From an optimization exercise on the open Yosys and OpenROAD flow, aimed at small area, a short achievable clock period and few clock cycles per item; shortcuts taken in it are not production practice.
Function was checked by simulation only, so behaviour that the tests miss may differ from the original.

`flow/run.sh`:
```
#!/bin/bash
# Own layout flow: the standard layout (standard.sh, unchanged steps and
# settings), except that Yosys's ABC maps the logic with flow/abc.script
# instead of ORFS's abc_speed.script, and the port buffers that global
# placement inserts on every input and output are buf_1 cells, and timing-
# driven global placement weights the 30% most critical nets instead of 10%.
# Registers
# come from dfflibmap before ABC, so they are the standard synthesis's.
set -euo pipefail
W=$(pwd)
sed 's#log_cmd abc {\*}\$abc_args#log_cmd abc {*}[lreplace $abc_args 1 1 '"$W"'/flow/abc.script]#' \
  "$FLOW_HOME/scripts/synth.tcl" > "$W/flow_synth_orfs.tcl"
grep -q "flow/abc.script" "$W/flow_synth_orfs.tcl"
sed "s#\$::env(SCRIPTS_DIR)/synth.tcl#$W/flow_synth_orfs.tcl#" "$W/synth_recipe.tcl" > "$W/flow_synth.tcl"
grep -q "flow_synth_orfs.tcl" "$W/flow_synth.tcl"
bash standard.sh SYNTH_SCRIPT="$W/flow_synth.tcl" \
  "BUFFER_PORTS_ARGS=-buffer_cell sky130_fd_sc_hd__buf_1" \
  "GLOBAL_PLACEMENT_ARGS=-timing_driven_nets_percentage 30" finish > "$W/standard.log" 2>&1
```
`flow/abc.script`:
```
strash
dc2
dch -f
map -a
topo
stime -c
buffer -c
upsize -c
dnsize -c
```
`standard.sh`:
```
#!/bin/bash
# synth_recipe.tcl (not shown) runs the flow's synth.tcl, then flattens the netlist and writes it again
# the make line also repeats each setting of config.mk as NAME=value (left out here)
make -C /OpenROAD-flow-scripts/flow DESIGN_CONFIG=/design/flow/config.mk WORK_HOME=/design/flow/orfs CLKGATE_MAP_FILE= SYNTH_SCRIPT=/design/flow/synth_recipe.tcl "${@:-finish}"
```
`config.mk`:
```
export PLATFORM = sky130hd
export DESIGN_NAME = aes_inv_top
export DESIGN_NICKNAME = aes_inv_top
export VERILOG_FILES = /design/flow/design.v
export SDC_FILE = /design/flow/constraint.sdc
export NUM_CORES = 4
export LEC_CHECK = 0
export CAP_MARGIN = 20
export CORE_MARGIN = 2
export CORE_UTILIZATION = 65
export CTS_BUF_LIST = sky130_fd_sc_hd__clkbuf_8
export SLEW_MARGIN = 20
```
`constraint.sdc`:
```
create_clock -name core_clock -period 8.0 [get_ports {clk_sys}]
set_input_delay 1.6000 -clock core_clock [delete_from_list [all_inputs] [get_ports {clk_sys}]]
set_output_delay 1.6000 -clock core_clock [all_outputs]
set_load 0.01 [all_outputs]
```
`design.v`:
```
`timescale 1ns/1ps
module aes_inv_key_sched (
  input  logic                clk_sys,
  input  logic [127:0]        key_last,
  input  logic                first,
  output logic [127:0]        key_prev,
  output logic                last_round
);
  localparam int WORD_W = 32;
  localparam int BYTE_W = 8;
  logic [7:0]   rcon;
  logic [7:0]   rcon_q;
  logic [127:0] key_q;
  logic [127:0] key_cur;
  logic [31:0] w0;
  logic [31:0] w1;
  logic [31:0] w2;
  logic [31:0] w3;
  logic [31:0] p0;
  logic [31:0] p1;
  logic [31:0] p2;
  logic [31:0] p3;
  logic [31:0] rot_w;
  logic [31:0] sub_w;
  logic [31:0] w0_rc;
  function automatic logic [7:0] gf_div2(logic [7:0] b);
    logic [8:0] tmp;
    tmp = {1'b0, b} ^ (b[0] ? 9'h11b : 9'h000);
    gf_div2 = tmp[8:1];
  endfunction
  assign rcon = first ? 8'h36 : rcon_q;
  always_ff @(posedge clk_sys) begin
    rcon_q <= gf_div2(rcon);
  end
  assign last_round = (rcon_q == 8'h01);
  assign key_cur = first ? key_last : key_q;
  assign {w0, w1, w2, w3} = key_cur;
  assign p3 = w3 ^ w2;
  assign p2 = w2 ^ w1;
  assign p1 = w1 ^ w0;
  assign rot_w = {p3[WORD_W-BYTE_W-1:0], p3[WORD_W-1 -: BYTE_W]};
  for (genvar b = 0; b < 4; b++) begin : g_sub
    aes_sbox_fwd u_sbox (
      .a (rot_w[BYTE_W*b +: BYTE_W]),
      .y (sub_w[BYTE_W*b +: BYTE_W])
    );
  end
  assign w0_rc = w0 ^ {rcon, {(WORD_W-BYTE_W){1'b0}}};
  assign p0 = sub_w ^ w0_rc;
  assign key_prev = {p0, p1, p2, p3};
  always_ff @(posedge clk_sys) begin
    key_q <= key_prev;
  end
endmodule
module aes_sbox_fwd (
  input  logic [7:0] a,
  output logic [7:0] y
);
  logic [7:0] x, s;
  logic U0, U1, U2, U3, U4, U5, U6, U7;
  logic T1, T2, T3, T4, T5, T6, T7, T8, T9, T10, T11, T12, T13, T14, T15, T16, T17, T18, T19, T20, T21, T22, T23, T24, T25, T26, T27;
  logic M1, M2, M3, M4, M5, M6, M7, M8, M9, M10, M11, M12, M13, M14, M15, M16, M17, M18, M19, M20, M21, M22, M23, M24, M25, M26, M27, M28, M29, M30, M31, M32, M33, M34, M35, M36, M37, M38, M39, M40, M41, M42, M43, M44, M45, M46, M47, M48, M49, M50, M51, M52, M53, M54, M55, M56, M57, M58, M59, M60, M61, M62, M63;
  logic L0, L1, L2, L3, L4, L5, L6, L7, L8, L9, L10, L11, L12, L13, L14, L15, L16, L17, L18, L19, L20, L21, L22, L23, L24, L25, L26, L27, L28, L29;
  logic S0, S1, S2, S3, S4, S5, S6, S7;
  assign x = a;
  assign {U0, U1, U2, U3, U4, U5, U6, U7} = x;
  assign T1 = U0 ^ U3;
  assign T2 = U0 ^ U5;
  assign T3 = U0 ^ U6;
  assign T4 = U3 ^ U5;
  assign T5 = U4 ^ U6;
  assign T6 = T1 ^ T5;
  assign T7 = U1 ^ U2;
  assign T8 = U7 ^ T6;
  assign T9 = U7 ^ T7;
  assign T10 = T6 ^ T7;
  assign T11 = U1 ^ U5;
  assign T12 = U2 ^ U5;
  assign T13 = T3 ^ T4;
  assign T14 = T6 ^ T11;
  assign T15 = T5 ^ T11;
  assign T16 = T5 ^ T12;
  assign T17 = T9 ^ T16;
  assign T18 = U3 ^ U7;
  assign T19 = T7 ^ T18;
  assign T20 = T1 ^ T19;
  assign T21 = U6 ^ U7;
  assign T22 = T7 ^ T21;
  assign T23 = T2 ^ T22;
  assign T24 = T2 ^ T10;
  assign T25 = T20 ^ T17;
  assign T26 = T3 ^ T16;
  assign T27 = T1 ^ T12;
  assign M1 = T13 & T6;
  assign M2 = T23 & T8;
  assign M3 = T14 ^ M1;
  assign M4 = T19 & U7;
  assign M5 = M4 ^ M1;
  assign M6 = T3 & T16;
  assign M7 = T22 & T9;
  assign M8 = T26 ^ M6;
  assign M9 = T20 & T17;
  assign M10 = M9 ^ M6;
  assign M11 = T1 & T15;
  assign M12 = T4 & T27;
  assign M13 = M12 ^ M11;
  assign M14 = T2 & T10;
  assign M15 = M14 ^ M11;
  assign M16 = M3 ^ M2;
  assign M17 = M5 ^ T24;
  assign M18 = M8 ^ M7;
  assign M19 = M10 ^ M15;
  assign M20 = M16 ^ M13;
  assign M21 = M17 ^ M15;
  assign M22 = M18 ^ M13;
  assign M23 = M19 ^ T25;
  assign M24 = M22 ^ M23;
  assign M25 = M22 & M20;
  assign M26 = M21 ^ M25;
  assign M27 = M20 ^ M21;
  assign M28 = M23 ^ M25;
  assign M29 = M28 & M27;
  assign M30 = M26 & M24;
  assign M31 = M20 & M23;
  assign M32 = M27 & M31;
  assign M33 = M27 ^ M25;
  assign M34 = M21 & M22;
  assign M35 = M24 & M34;
  assign M36 = M24 ^ M25;
  assign M37 = M21 ^ M29;
  assign M38 = M32 ^ M33;
  assign M39 = M23 ^ M30;
  assign M40 = M35 ^ M36;
  assign M41 = M38 ^ M40;
  assign M42 = M37 ^ M39;
  assign M43 = M37 ^ M38;
  assign M44 = M39 ^ M40;
  assign M45 = M42 ^ M41;
  assign M46 = M44 & T6;
  assign M47 = M40 & T8;
  assign M48 = M39 & U7;
  assign M49 = M43 & T16;
  assign M50 = M38 & T9;
  assign M51 = M37 & T17;
  assign M52 = M42 & T15;
  assign M53 = M45 & T27;
  assign M54 = M41 & T10;
  assign M55 = M44 & T13;
  assign M56 = M40 & T23;
  assign M57 = M39 & T19;
  assign M58 = M43 & T3;
  assign M59 = M38 & T22;
  assign M60 = M37 & T20;
  assign M61 = M42 & T1;
  assign M62 = M45 & T4;
  assign M63 = M41 & T2;
  assign L0 = M61 ^ M62;
  assign L1 = M50 ^ M56;
  assign L2 = M46 ^ M48;
  assign L3 = M47 ^ M55;
  assign L4 = M54 ^ M58;
  assign L5 = M49 ^ M61;
  assign L6 = M62 ^ L5;
  assign L7 = M46 ^ L3;
  assign L8 = M51 ^ M59;
  assign L9 = M52 ^ M53;
  assign L10 = M53 ^ L4;
  assign L11 = M60 ^ L2;
  assign L12 = M48 ^ M51;
  assign L13 = M50 ^ L0;
  assign L14 = M52 ^ M61;
  assign L15 = M55 ^ L1;
  assign L16 = M56 ^ L0;
  assign L17 = M57 ^ L1;
  assign L18 = M58 ^ L8;
  assign L19 = M63 ^ L4;
  assign L20 = L0 ^ L1;
  assign L21 = L1 ^ L7;
  assign L22 = L3 ^ L12;
  assign L23 = L18 ^ L2;
  assign L24 = L15 ^ L9;
  assign L25 = L6 ^ L10;
  assign L26 = L7 ^ L9;
  assign L27 = L8 ^ L10;
  assign L28 = L11 ^ L14;
  assign L29 = L11 ^ L17;
  assign S0 = L6 ^ L24;
  assign S1 = ~(L16 ^ L26);
  assign S2 = ~(L19 ^ L28);
  assign S3 = L6 ^ L21;
  assign S4 = L20 ^ L22;
  assign S5 = L25 ^ L29;
  assign S6 = ~(L13 ^ L27);
  assign S7 = ~(L6 ^ L23);
  assign s = {S0, S1, S2, S3, S4, S5, S6, S7};
  assign y = s;
endmodule
`timescale 1ns/1ps
module aes_inv_round (
  input  logic [127:0]        state,
  input  logic [127:0]        cipher_text,
  input  logic [127:0]        key_last,
  input  logic                first,
  output logic [127:0]        round_out
);
  localparam int STATE_W = 128;
  localparam int WORD_W = 32;
  localparam int BYTE_W = 8;
  localparam int NUM_COLS = STATE_W / WORD_W;
  localparam int NUM_ROWS = WORD_W / BYTE_W;
  logic [127:0] mixed;
  logic [127:0] shifted;
  for (genvar c = 0; c < NUM_COLS; c++) begin : g_mix
    aes_inv_mix_col u_mix (
      .a (state[STATE_W-1-WORD_W*c -: WORD_W]),
      .y (mixed[STATE_W-1-WORD_W*c -: WORD_W])
    );
  end
  always_comb begin
    for (int c = 0; c < NUM_COLS; c++) begin
      for (int r = 0; r < NUM_ROWS; r++) begin
        shifted[STATE_W-1-BYTE_W*(NUM_ROWS*c+r) -: BYTE_W] =
          first ? (cipher_text[STATE_W-1-BYTE_W*(NUM_ROWS*((c-r+NUM_COLS)%NUM_COLS)+r) -: BYTE_W] ^
                   key_last[STATE_W-1-BYTE_W*(NUM_ROWS*((c-r+NUM_COLS)%NUM_COLS)+r) -: BYTE_W])
                : mixed[STATE_W-1-BYTE_W*(NUM_ROWS*((c-r+NUM_COLS)%NUM_COLS)+r) -: BYTE_W];
      end
    end
  end
  for (genvar i = 0; i < NUM_COLS*NUM_ROWS; i++) begin : g_sub
    aes_sbox_inv u_sbox (
      .a (shifted[BYTE_W*i +: BYTE_W]),
      .y (round_out[BYTE_W*i +: BYTE_W])
    );
  end
endmodule
module aes_sbox_inv (
  input  logic [7:0] a,
  output logic [7:0] y
);
  logic [24:0] tx;
  logic [34:0] bx;
  logic T1, T2, T3, T4, T6, T8, T9, T10, T13, T14, T15, T16, T17, T19, T20, T22, T23, T24, T25, T26, T27, U7;
  logic M1, M2, M3, M4, M5, M6, M7, M8, M9, M10, M11, M12, M13, M14, M15, M16, M17, M18, M19, M20, M21, M22, M23, M24, M25, M26, M27, M28, M29, M30, M31, M32, M33, M34, M35, M36, M37, M38, M39, M40, M41, M42, M43, M44, M45, M46, M47, M48, M49, M50, M51, M52, M53, M54, M55, M56, M57, M58, M59, M60, M61, M62, M63;
  assign tx[0] = a[0] ^ a[3];
  assign tx[1] = a[3] ^ a[4];
  assign tx[2] = a[4] ^ a[6];
  assign tx[3] = a[4] ^ a[7];
  assign tx[4] = a[6] ^ a[7];
  assign tx[5] = a[0] ^ tx[1];
  assign tx[6] = a[4] ^ tx[4];
  assign tx[7] = a[5] ^ tx[1];
  assign tx[8] = tx[0] ^ tx[4];
  assign tx[9] = tx[1] ^ tx[4];
  assign tx[10] = a[1] ^ tx[5];
  assign tx[11] = tx[2] ^ tx[10];
  assign tx[12] = a[1] ^ a[2];
  assign tx[13] = tx[1] ^ tx[12];
  assign tx[14] = tx[8] ^ tx[12];
  assign tx[15] = tx[8] ^ tx[13];
  assign tx[16] = a[2] ^ a[5];
  assign tx[17] = a[7] ^ tx[16];
  assign tx[18] = tx[2] ^ tx[16];
  assign tx[19] = tx[13] ^ tx[18];
  assign tx[20] = tx[5] ^ tx[19];
  assign tx[21] = tx[10] ^ tx[19];
  assign tx[22] = a[1] ^ a[3];
  assign tx[23] = tx[8] ^ tx[22];
  assign tx[24] = tx[3] ^ tx[23];
  assign T1 = tx[1];
  assign T2 = ~tx[4];
  assign T3 = tx[10];
  assign T4 = ~tx[9];
  assign T6 = tx[18];
  assign T8 = ~tx[6];
  assign T9 = ~tx[5];
  assign T10 = tx[8];
  assign T13 = ~tx[23];
  assign T14 = ~tx[14];
  assign T15 = ~tx[15];
  assign T16 = ~tx[19];
  assign T17 = tx[20];
  assign T19 = ~tx[24];
  assign T20 = ~tx[11];
  assign T22 = ~tx[2];
  assign T23 = tx[3];
  assign T24 = ~tx[0];
  assign T25 = ~tx[7];
  assign T26 = ~tx[21];
  assign T27 = ~tx[13];
  assign U7 = ~tx[17];
  assign M1 = T13 & T6;
  assign M2 = T23 & T8;
  assign M3 = T14 ^ M1;
  assign M4 = T19 & U7;
  assign M5 = M4 ^ M1;
  assign M6 = T3 & T16;
  assign M7 = T22 & T9;
  assign M8 = T26 ^ M6;
  assign M9 = T20 & T17;
  assign M10 = M9 ^ M6;
  assign M11 = T1 & T15;
  assign M12 = T4 & T27;
  assign M13 = M12 ^ M11;
  assign M14 = T2 & T10;
  assign M15 = M14 ^ M11;
  assign M16 = M3 ^ M2;
  assign M17 = M5 ^ T24;
  assign M18 = M8 ^ M7;
  assign M19 = M10 ^ M15;
  assign M20 = M16 ^ M13;
  assign M21 = M17 ^ M15;
  assign M22 = M18 ^ M13;
  assign M23 = M19 ^ T25;
  assign M24 = M22 ^ M23;
  assign M25 = M22 & M20;
  assign M26 = M21 ^ M25;
  assign M27 = M20 ^ M21;
  assign M28 = M23 ^ M25;
  assign M29 = M28 & M27;
  assign M30 = M26 & M24;
  assign M31 = M20 & M23;
  assign M32 = M27 & M31;
  assign M33 = M27 ^ M25;
  assign M34 = M21 & M22;
  assign M35 = M24 & M34;
  assign M36 = M24 ^ M25;
  assign M37 = M21 ^ M29;
  assign M38 = M32 ^ M33;
  assign M39 = M23 ^ M30;
  assign M40 = M35 ^ M36;
  assign M41 = M38 ^ M40;
  assign M42 = M37 ^ M39;
  assign M43 = M37 ^ M38;
  assign M44 = M39 ^ M40;
  assign M45 = M42 ^ M41;
  assign M46 = M44 & T6;
  assign M47 = M40 & T8;
  assign M48 = M39 & U7;
  assign M49 = M43 & T16;
  assign M50 = M38 & T9;
  assign M51 = M37 & T17;
  assign M52 = M42 & T15;
  assign M53 = M45 & T27;
  assign M54 = M41 & T10;
  assign M55 = M44 & T13;
  assign M56 = M40 & T23;
  assign M57 = M39 & T19;
  assign M58 = M43 & T3;
  assign M59 = M38 & T22;
  assign M60 = M37 & T20;
  assign M61 = M42 & T1;
  assign M62 = M45 & T4;
  assign M63 = M41 & T2;
  assign bx[0] = M52 ^ M61;
  assign bx[1] = M59 ^ bx[0];
  assign bx[2] = M58 ^ bx[1];
  assign bx[3] = M54 ^ M62;
  assign bx[4] = M49 ^ M50;
  assign bx[5] = bx[2] ^ bx[3];
  assign bx[6] = M48 ^ M56;
  assign bx[7] = M47 ^ bx[6];
  assign bx[8] = M57 ^ M63;
  assign bx[9] = M50 ^ M51;
  assign bx[10] = bx[4] ^ bx[7];
  assign bx[11] = M60 ^ bx[10];
  assign bx[12] = M53 ^ bx[2];
  assign bx[13] = M46 ^ bx[9];
  assign bx[14] = M62 ^ bx[4];
  assign bx[15] = bx[0] ^ bx[11];
  assign bx[16] = M55 ^ M61;
  assign bx[17] = bx[6] ^ bx[8];
  assign bx[18] = M55 ^ bx[1];
  assign bx[19] = bx[8] ^ bx[16];
  assign bx[20] = bx[12] ^ bx[14];
  assign bx[21] = M54 ^ bx[18];
  assign bx[22] = M57 ^ M58;
  assign bx[23] = bx[13] ^ bx[17];
  assign bx[24] = bx[12] ^ bx[23];
  assign bx[25] = M49 ^ M51;
  assign bx[26] = bx[5] ^ bx[25];
  assign bx[27] = bx[3] ^ bx[22];
  assign bx[28] = M46 ^ M48;
  assign bx[29] = M63 ^ bx[11];
  assign bx[30] = bx[15] ^ bx[27];
  assign bx[31] = M47 ^ bx[13];
  assign bx[32] = bx[5] ^ bx[31];
  assign bx[33] = bx[5] ^ bx[28];
  assign bx[34] = bx[21] ^ bx[29];
  assign y[0] = bx[19];
  assign y[1] = bx[20];
  assign y[2] = bx[32];
  assign y[3] = bx[24];
  assign y[4] = bx[33];
  assign y[5] = bx[30];
  assign y[6] = bx[34];
  assign y[7] = bx[26];
endmodule
module aes_inv_mix_col (
  input  logic [31:0] a,
  output logic [31:0] y
);
  logic [171:0] x;
  assign x[0] = a[29] ^ a[5];
  assign x[1] = a[21] ^ a[13];
  assign x[2] = a[30] ^ a[14];
  assign x[3] = a[22] ^ a[6];
  assign x[4] = x[0] ^ x[1];
  assign x[5] = a[23] ^ a[7];
  assign x[6] = a[31] ^ a[3];
  assign x[7] = a[19] ^ a[15];
  assign x[8] = a[26] ^ x[3];
  assign x[9] = a[2] ^ x[2];
  assign x[10] = a[20] ^ a[4];
  assign x[11] = a[25] ^ a[9];
  assign x[12] = a[16] ^ a[0];
  assign x[13] = a[17] ^ a[1];
  assign x[14] = a[24] ^ a[8];
  assign x[15] = a[28] ^ a[12];
  assign x[16] = a[18] ^ a[10];
  assign x[17] = a[27] ^ a[11];
  assign x[18] = a[7] ^ x[4];
  assign x[19] = a[23] ^ x[4];
  assign x[20] = x[5] ^ x[17];
  assign x[21] = x[6] ^ x[7];
  assign x[22] = x[8] ^ x[9];
  assign x[23] = a[31] ^ a[15];
  assign x[24] = a[29] ^ x[15];
  assign x[25] = a[27] ^ x[11];
  assign x[26] = x[6] ^ x[13];
  assign x[27] = x[7] ^ x[13];
  assign x[28] = a[22] ^ x[10];
  assign x[29] = x[12] ^ x[14];
  assign x[30] = a[11] ^ x[11];
  assign x[31] = x[3] ^ x[14];
  assign x[32] = a[5] ^ x[15];
  assign x[33] = a[6] ^ x[10];
  assign x[34] = x[2] ^ x[12];
  assign x[35] = x[20] ^ x[21];
  assign x[36] = x[18] ^ x[30];
  assign x[37] = x[16] ^ x[22];
  assign x[38] = a[30] ^ a[13];
  assign x[39] = a[16] ^ a[15];
  assign x[40] = a[21] ^ a[14];
  assign x[41] = a[31] ^ a[8];
  assign x[42] = a[10] ^ x[10];
  assign x[43] = a[28] ^ x[1];
  assign x[44] = a[12] ^ x[0];
  assign x[45] = a[18] ^ x[15];
  assign x[46] = x[2] ^ x[11];
  assign x[47] = x[3] ^ x[13];
  assign x[48] = a[25] ^ x[16];
  assign x[49] = x[5] ^ x[24];
  assign x[50] = x[23] ^ x[32];
  assign x[51] = x[9] ^ x[45];
  assign x[52] = x[8] ^ x[27];
  assign x[53] = x[17] ^ x[29];
  assign x[54] = a[0] ^ x[19];
  assign x[55] = x[3] ^ x[35];
  assign x[56] = x[19] ^ x[25];
  assign x[57] = a[24] ^ a[15];
  assign x[58] = a[31] ^ a[17];
  assign x[59] = a[9] ^ a[10];
  assign x[60] = a[20] ^ a[5];
  assign x[61] = a[29] ^ a[4];
  assign x[62] = a[20] ^ a[13];
  assign x[63] = a[8] ^ a[1];
  assign x[64] = a[9] ^ a[1];
  assign x[65] = a[13] ^ a[14];
  assign x[66] = a[25] ^ a[0];
  assign x[67] = a[26] ^ a[18];
  assign x[68] = a[21] ^ a[4];
  assign x[69] = a[30] ^ a[23];
  assign x[70] = a[24] ^ a[9];
  assign x[71] = a[19] ^ a[10];
  assign x[72] = a[31] ^ a[16];
  assign x[73] = x[2] ^ x[7];
  assign x[74] = x[5] ^ x[14];
  assign x[75] = x[41] ^ x[66];
  assign x[76] = x[6] ^ x[71];
  assign x[77] = x[1] ^ x[2];
  assign x[78] = a[7] ^ x[40];
  assign x[79] = x[39] ^ x[63];
  assign x[80] = a[24] ^ x[58];
  assign x[81] = x[12] ^ x[23];
  assign x[82] = x[0] ^ x[2];
  assign x[83] = a[3] ^ x[67];
  assign x[84] = a[18] ^ x[64];
  assign x[85] = a[15] ^ x[38];
  assign x[86] = a[17] ^ x[59];
  assign x[87] = a[1] ^ x[23];
  assign x[88] = x[39] ^ x[70];
  assign x[89] = a[31] ^ x[65];
  assign x[90] = a[17] ^ x[5];
  assign x[91] = x[3] ^ x[16];
  assign x[92] = a[21] ^ x[69];
  assign x[93] = x[8] ^ x[48];
  assign x[94] = x[28] ^ x[85];
  assign x[95] = x[44] ^ x[68];
  assign x[96] = x[21] ^ x[44];
  assign x[97] = x[26] ^ x[91];
  assign x[98] = a[28] ^ x[8];
  assign x[99] = x[26] ^ x[42];
  assign x[100] = a[12] ^ x[42];
  assign x[101] = x[9] ^ x[29];
  assign x[102] = x[9] ^ x[48];
  assign x[103] = x[20] ^ x[60];
  assign x[104] = x[28] ^ x[78];
  assign x[105] = x[34] ^ x[41];
  assign x[106] = x[47] ^ x[75];
  assign x[107] = x[74] ^ x[84];
  assign x[108] = x[46] ^ x[80];
  assign x[109] = x[33] ^ x[77];
  assign x[110] = x[34] ^ x[57];
  assign x[111] = x[21] ^ x[43];
  assign x[112] = a[15] ^ x[31];
  assign x[113] = x[24] ^ x[40];
  assign x[114] = x[33] ^ x[92];
  assign x[115] = x[29] ^ x[73];
  assign x[116] = x[47] ^ x[88];
  assign x[117] = a[20] ^ x[26];
  assign x[118] = x[46] ^ x[79];
  assign x[119] = x[33] ^ x[89];
  assign x[120] = x[31] ^ x[90];
  assign x[121] = x[34] ^ x[87];
  assign x[122] = x[32] ^ x[38];
  assign x[123] = x[31] ^ x[72];
  assign x[124] = a[4] ^ x[27];
  assign x[125] = x[28] ^ x[82];
  assign x[126] = x[81] ^ x[86];
  assign x[127] = x[52] ^ x[53];
  assign x[128] = x[93] ^ x[121];
  assign x[129] = x[52] ^ x[100];
  assign x[130] = x[83] ^ x[115];
  assign x[131] = x[22] ^ x[126];
  assign x[132] = x[51] ^ x[124];
  assign x[133] = x[35] ^ x[125];
  assign x[134] = x[49] ^ x[94];
  assign x[135] = x[62] ^ x[96];
  assign x[136] = x[19] ^ x[116];
  assign x[137] = x[51] ^ x[117];
  assign x[138] = x[61] ^ x[111];
  assign x[139] = x[43] ^ x[103];
  assign x[140] = x[19] ^ x[105];
  assign x[141] = x[18] ^ x[118];
  assign x[142] = x[20] ^ x[95];
  assign x[143] = x[50] ^ x[114];
  assign x[144] = x[53] ^ x[97];
  assign x[145] = x[98] ^ x[99];
  assign x[146] = x[22] ^ x[107];
  assign x[147] = x[76] ^ x[101];
  assign x[148] = x[102] ^ x[120];
  assign x[149] = x[18] ^ x[106];
  assign x[150] = x[49] ^ x[119];
  assign x[151] = x[18] ^ x[123];
  assign x[152] = a[2] ^ x[19];
  assign x[153] = x[35] ^ x[109];
  assign x[154] = x[18] ^ x[110];
  assign x[155] = x[50] ^ x[104];
  assign x[156] = x[37] ^ x[142];
  assign x[157] = x[37] ^ x[139];
  assign x[158] = x[36] ^ x[145];
  assign x[159] = x[56] ^ x[147];
  assign x[160] = x[56] ^ x[137];
  assign x[161] = x[36] ^ x[130];
  assign x[162] = x[37] ^ x[138];
  assign x[163] = x[55] ^ x[122];
  assign x[164] = x[18] ^ x[144];
  assign x[165] = x[127] ^ x[152];
  assign x[166] = x[37] ^ x[135];
  assign x[167] = x[54] ^ x[108];
  assign x[168] = x[55] ^ x[113];
  assign x[169] = x[54] ^ x[112];
  assign x[170] = x[36] ^ x[132];
  assign x[171] = x[56] ^ x[129];
  assign y[24] = x[140];
  assign y[25] = x[136];
  assign y[26] = x[148];
  assign y[27] = x[161];
  assign y[28] = x[171];
  assign y[29] = x[157];
  assign y[30] = x[168];
  assign y[31] = x[134];
  assign y[16] = x[169];
  assign y[17] = x[141];
  assign y[18] = x[131];
  assign y[19] = x[164];
  assign y[20] = x[170];
  assign y[21] = x[166];
  assign y[22] = x[153];
  assign y[23] = x[155];
  assign y[8] = x[154];
  assign y[9] = x[149];
  assign y[10] = x[146];
  assign y[11] = x[159];
  assign y[12] = x[158];
  assign y[13] = x[156];
  assign y[14] = x[163];
  assign y[15] = x[150];
  assign y[0] = x[151];
  assign y[1] = x[167];
  assign y[2] = x[128];
  assign y[3] = x[165];
  assign y[4] = x[160];
  assign y[5] = x[162];
  assign y[6] = x[133];
  assign y[7] = x[143];
endmodule
`timescale 1ns/1ps
module aes_inv_control (
  input  logic                clk_sys,
  input  logic                rst_n,
  input  logic                req,
  input  logic [127:0]        round_out,
  input  logic [127:0]        key_prev,
  input  logic                last_round,
  output logic                ack,
  output logic [127:0]        plain_text,
  output logic [127:0]        state,
  output logic                first,
  output logic                step
);
  localparam logic [1:0] ctrl_idle = 2'd0;
  localparam logic [1:0] ctrl_run  = 2'd1;
  localparam logic [1:0] ctrl_done = 2'd2;
  logic [1:0]  ctrl_q;
  logic [1:0]  ctrl_d;
  logic [127:0] data_q;
  always_comb begin
    ctrl_d = ctrl_q;
    case (ctrl_q)
      ctrl_idle: begin
        if (req) begin
          ctrl_d = ctrl_run;
        end
      end
      ctrl_run: begin
        if (last_round) begin
          ctrl_d = ctrl_done;
        end
      end
      ctrl_done: begin
        if (!req) begin
          ctrl_d = ctrl_idle;
        end
      end
      default: ctrl_d = ctrl_idle;
    endcase
  end
  always_ff @(posedge clk_sys or negedge rst_n) begin
    if (!rst_n) begin
      ctrl_q <= ctrl_idle;
    end else begin
      ctrl_q <= ctrl_d;
    end
  end
  assign first = (ctrl_q == ctrl_idle);
  assign step  = (ctrl_q == ctrl_run);
  always_ff @(posedge clk_sys) begin
    if (ctrl_q != ctrl_done) begin
      data_q <= round_out ^ key_prev;
    end
  end
  assign state = data_q;
  assign plain_text = data_q;
  assign ack = (ctrl_q == ctrl_done);
endmodule
`timescale 1ns/1ps
module aes_inv_top (
  input  logic                clk_sys,
  input  logic                rst_n,
  input  logic                req,
  input  logic [127:0]        cipher_text,
  input  logic [127:0]        key_last,
  output logic                ack,
  output logic [127:0]        plain_text
);
  logic         first;
  logic         step;
  logic         last_round;
  logic [127:0] key_prev;
  logic [127:0] state;
  logic [127:0] round_out;
  aes_inv_control u_control (
    .clk_sys     (clk_sys),
    .rst_n       (rst_n),
    .req         (req),
    .round_out   (round_out),
    .key_prev    (key_prev),
    .last_round  (last_round),
    .ack         (ack),
    .plain_text  (plain_text),
    .state       (state),
    .first       (first),
    .step        (step)
  );
  aes_inv_round u_round (
    .state       (state),
    .cipher_text (cipher_text),
    .key_last    (key_last),
    .first       (first),
    .round_out   (round_out)
  );
  aes_inv_key_sched u_key_sched (
    .clk_sys    (clk_sys),
    .key_last   (key_last),
    .first      (first),
    .key_prev   (key_prev),
    .last_round (last_round)
  );
endmodule
```
==> run notes <==
[per-layer routing]
metal,GRT usage,part of all wire,vias up
met1,0.548,0.40,17328
met2,0.657,0.43,1815
met5,0,0,-
li1,-,-,17704
met3,0.0743,0.098,374
met4,0.261,0.072,0
[layout make-up]
type	instances	area share
sequential	266	0.149
timing repair buffer	424	0.0407
inverter	571	0.0486
clock inverter	36	0.00738
tap	837	0.0236
multi-input combinational	4614	0.712
clock buffer	60	0.0186
antenna	4	0.000225
[stage by stage]
step,setup WS (ps),hold slack (ps),util
floorplan,1810,426,-
global placement,1020,439,0.699
detailed placement,872,461,0.699
CTS,934,469,0.718
global route,344,496,0.718
finish,808,469,0.718
[worst max-delay path by stage]
stage / from / endpoint / slack [ps] / cells after the start
after floorplan: key_last[29] / u_control.data_q[102]$_DFFE_PN_ / 1810 / 32
after global placement: key_last[37] / u_control.data_q[106]$_DFFE_PN_ / 1020 / 25
after detailed placement: key_last[53] / u_control.data_q[122]$_DFFE_PN_ / 870 / 25
after CTS: u_control.data_q[15]$_DFFE_PN_ / u_control.data_q[77]$_DFFE_PN_ / 930 / 33
after global routing: u_control.data_q[95]$_DFFE_PN_ / u_control.data_q[10]$_DFFE_PN_ / 340 / 33
final: u_control.data_q[95]$_DFFE_PN_ / u_control.data_q[10]$_DFFE_PN_ / 810 / 34
[kinds of logic after synthesis]
| kind of cell | after synthesis |
|---|---|
| compound gates | 461 |
| buf+inv | 630 |
| mux | 46 |
| fa+ha+maj | 23 |
| flops | 266 |
| simple gates | 1947 |
| xor+xnor | 2137 |
[tightest hold or removal path, cell delays in order (launching register included)]
cell and delay [ps]:
dfxtp_1 320, inv_1 50, nor2_1 50
[Yosys cell counts, drive strengths merged]
cell type  instances
a31o               1
xnor2            706
buf               48
clkbuf            11
nand2           1360
a21boi             3
mux2i             46
o21a               1
a21oi            131
o211ai            17
xor2            1431
and2               3
o21bai             2
nand4              7
edfxtp           128
nand3b             2
a22o               1
o21ai            261
o31ai              2
o31a               1
clkinv             2
inv              569
a31oi             11
nand3            117
o22ai             15
a21o               3
dfrtp              2
or2              155
nor2             299
nor3               2
a22oi             11
a32oi              1
dfxtp            136
ha                23
nor4               2
[sequential cells by signal, indices dropped and copies added (netlist names)]
| register | count |
|---|---|
| u_control.data_q | 128 |
| u_key_sched.key_q | 128 |
| u_control.ctrl_q | 2 |
| u_key_sched.rcon_q | 8 |
==> run notes <==
* Status: complete, no violations
* Final std cells w/o fill at 6812
* Postcts setup bufs at 0
* Most common cell after layout, fill and taps aside: xor2_1
* Clock tree buffer depth at 3
* Critical path launch point type: flip-flop
* Unique cell type count in the Yosys netlist at 65
* Final period utilization at 0.899
* Nets at 6211
* Die Wd at 254 um
* Vias in the first global route at 35098
* Worst slew pin tran at 1210 ps
* Placed cells at 6712
* Largest family of logic cells by synthesized area: XOR/XNOR gates
* IO Pins at 388
* DRT antenna net count at 0
* Setup TNS at 0 ps
* Gr ovfl total at 0
* WP data required at 8390 ps
* RSZ-0062 raised after global routing: no
* Worst hold start: u_key_sched.rcon_q[6]$_DFF_P_
* Maxcap violations at 0
* Mux cell area share after synthesis at 0.0118
* Class of the most critical setup path: flip-flop to flip-flop
* DRT iter0 DRCs at 3442
* Area post-placement at 43200 um^2
* Mapped Cells at 5510
* Rows at 91
* Area Overhead vs Synth at 8.95%
* Final Critical Period at 7190 ps
* CTS tree: built
* CTS Sinks at 266
* Seq/Total Area, Yosys at 0.162
* Max incr delay on CP at 590 ps
* Area of the multi-input gates at 31600 um^2
* Slowest stage cell, crit path: edfxtp_1
* Post-Synthesis Net Count at 5792
* Max Slew Vio Count at 0
* Seq cells post-synth at 266
* Register area at 6620 um^2
* Xor and xnor area share after synthesis at 0.487
* Setup-failing EPs final at 0
* Hold WC Path Type: flip-flop to flip-flop
* Port Buffers at 387
* Most frequent cells in the layout: xor2_1, nand2_1, xnor2_1
* Remaining DRCs at 0
* Share of layout cells above drive strength 1 at 0.0929
* Post-CTS Hold Buffers at 0
* Yosys top cell by area: xor2_1
* Clk root buf: clkbuf_8
* Die area at 64700 um^2
* Routed vias/inst at 5.46
* Mapped cell area at 40800 um^2
* Synth Area in Compound Gates at 0.0641
* Final Skew at 18.7 ps
* Hpwl dp at 119000 um
* Placer Congestion at 1.04
* Worst setup EP type: flip-flop
* Maximum number of pins on one net before global-route repair at 73
* Reg2reg end: u_control.data_q[10]$_DFFE_PN_
* Vias post-DR at 37221
* CP Buf/Inv Count at 5
* Worst-skew pair later-pin latency at 660 ps
* Fmax at 0.139 GHz
* DR pass1 iterations at 6
* Worst path arrival time at 7580 ps
* Cell family with most CP delay: XOR/XNOR gates
* DIE HEIGHT at 254 um
* WL final at 140000 um
* Worst Hold End: u_key_sched.rcon_q[5]$_DFF_P_
* Antenna violations before repair at 6
* TritonCTS Buffers at 52
* CP Max Fanout at 7
* Synth Area in Simple Gates at 0.205
* Fill count at 5272
* Drt wl/cell at 20.6 um
* Hold Path Depth at 2
* Final Hold Viols at 0
* Synth Area in Adders at 0.00706
* H-tree levels at 2
* Post-route design area at 44400 um^2
* Largest cells by area after synthesis: xor2_1, xnor2_1, nand2_1, edfxtp_1, dfxtp_1
* Reg2Reg Depth at 34
* Core area at 61800 um^2
* CP most frequent cell: xor2_1
* Synth Warn # at 3
* Reg2reg start: u_control.data_q[95]$_DFFE_PN_
* Yosys top cell area share at 0.289
* First-pass GRT wire length at 206000 um
* Clock transition at path regs at 60 ps
* GRT Resource Usage Total at 0.424
* Relative slew slack at 0.168
* Mean Syn Cell Area at 7.40 um^2
* Starting density of the core at 0.659
* Post_cts resized at 0
* R2r setup slk at 810 ps
Testbench counts, summed over its fixed seeds: cycles 4,216, blocks 384.

## static timing again, ports no longer ideal
No port has a modelled driver above. Below, the same layout with a new extraction and two added sets of constraints. Step 1, drivers: a clkbuf_16 drives clk_sys and a buf_2 each remaining input, both assumed. Step 2, shift: input delay + t, output delay - t, t = (earliest + latest rising clock arrival at the registers) / 2. This alone moves slack from input paths to output paths. a / b / c = ideal / step 1 / step 2; a / b = the first two.
t (ns): 0.707
setup slack, ns: 0.808 / 0.808 / 0.620
worst setup path after step 2: input to register
clock arrival spread, ns: 0.019 / 0.020
pins driven straight from the clock port: 1
After both steps setup and hold are still met in this run. The setup slack of this run moves by 0.000 ns with the drivers and by -0.188 ns with both steps.
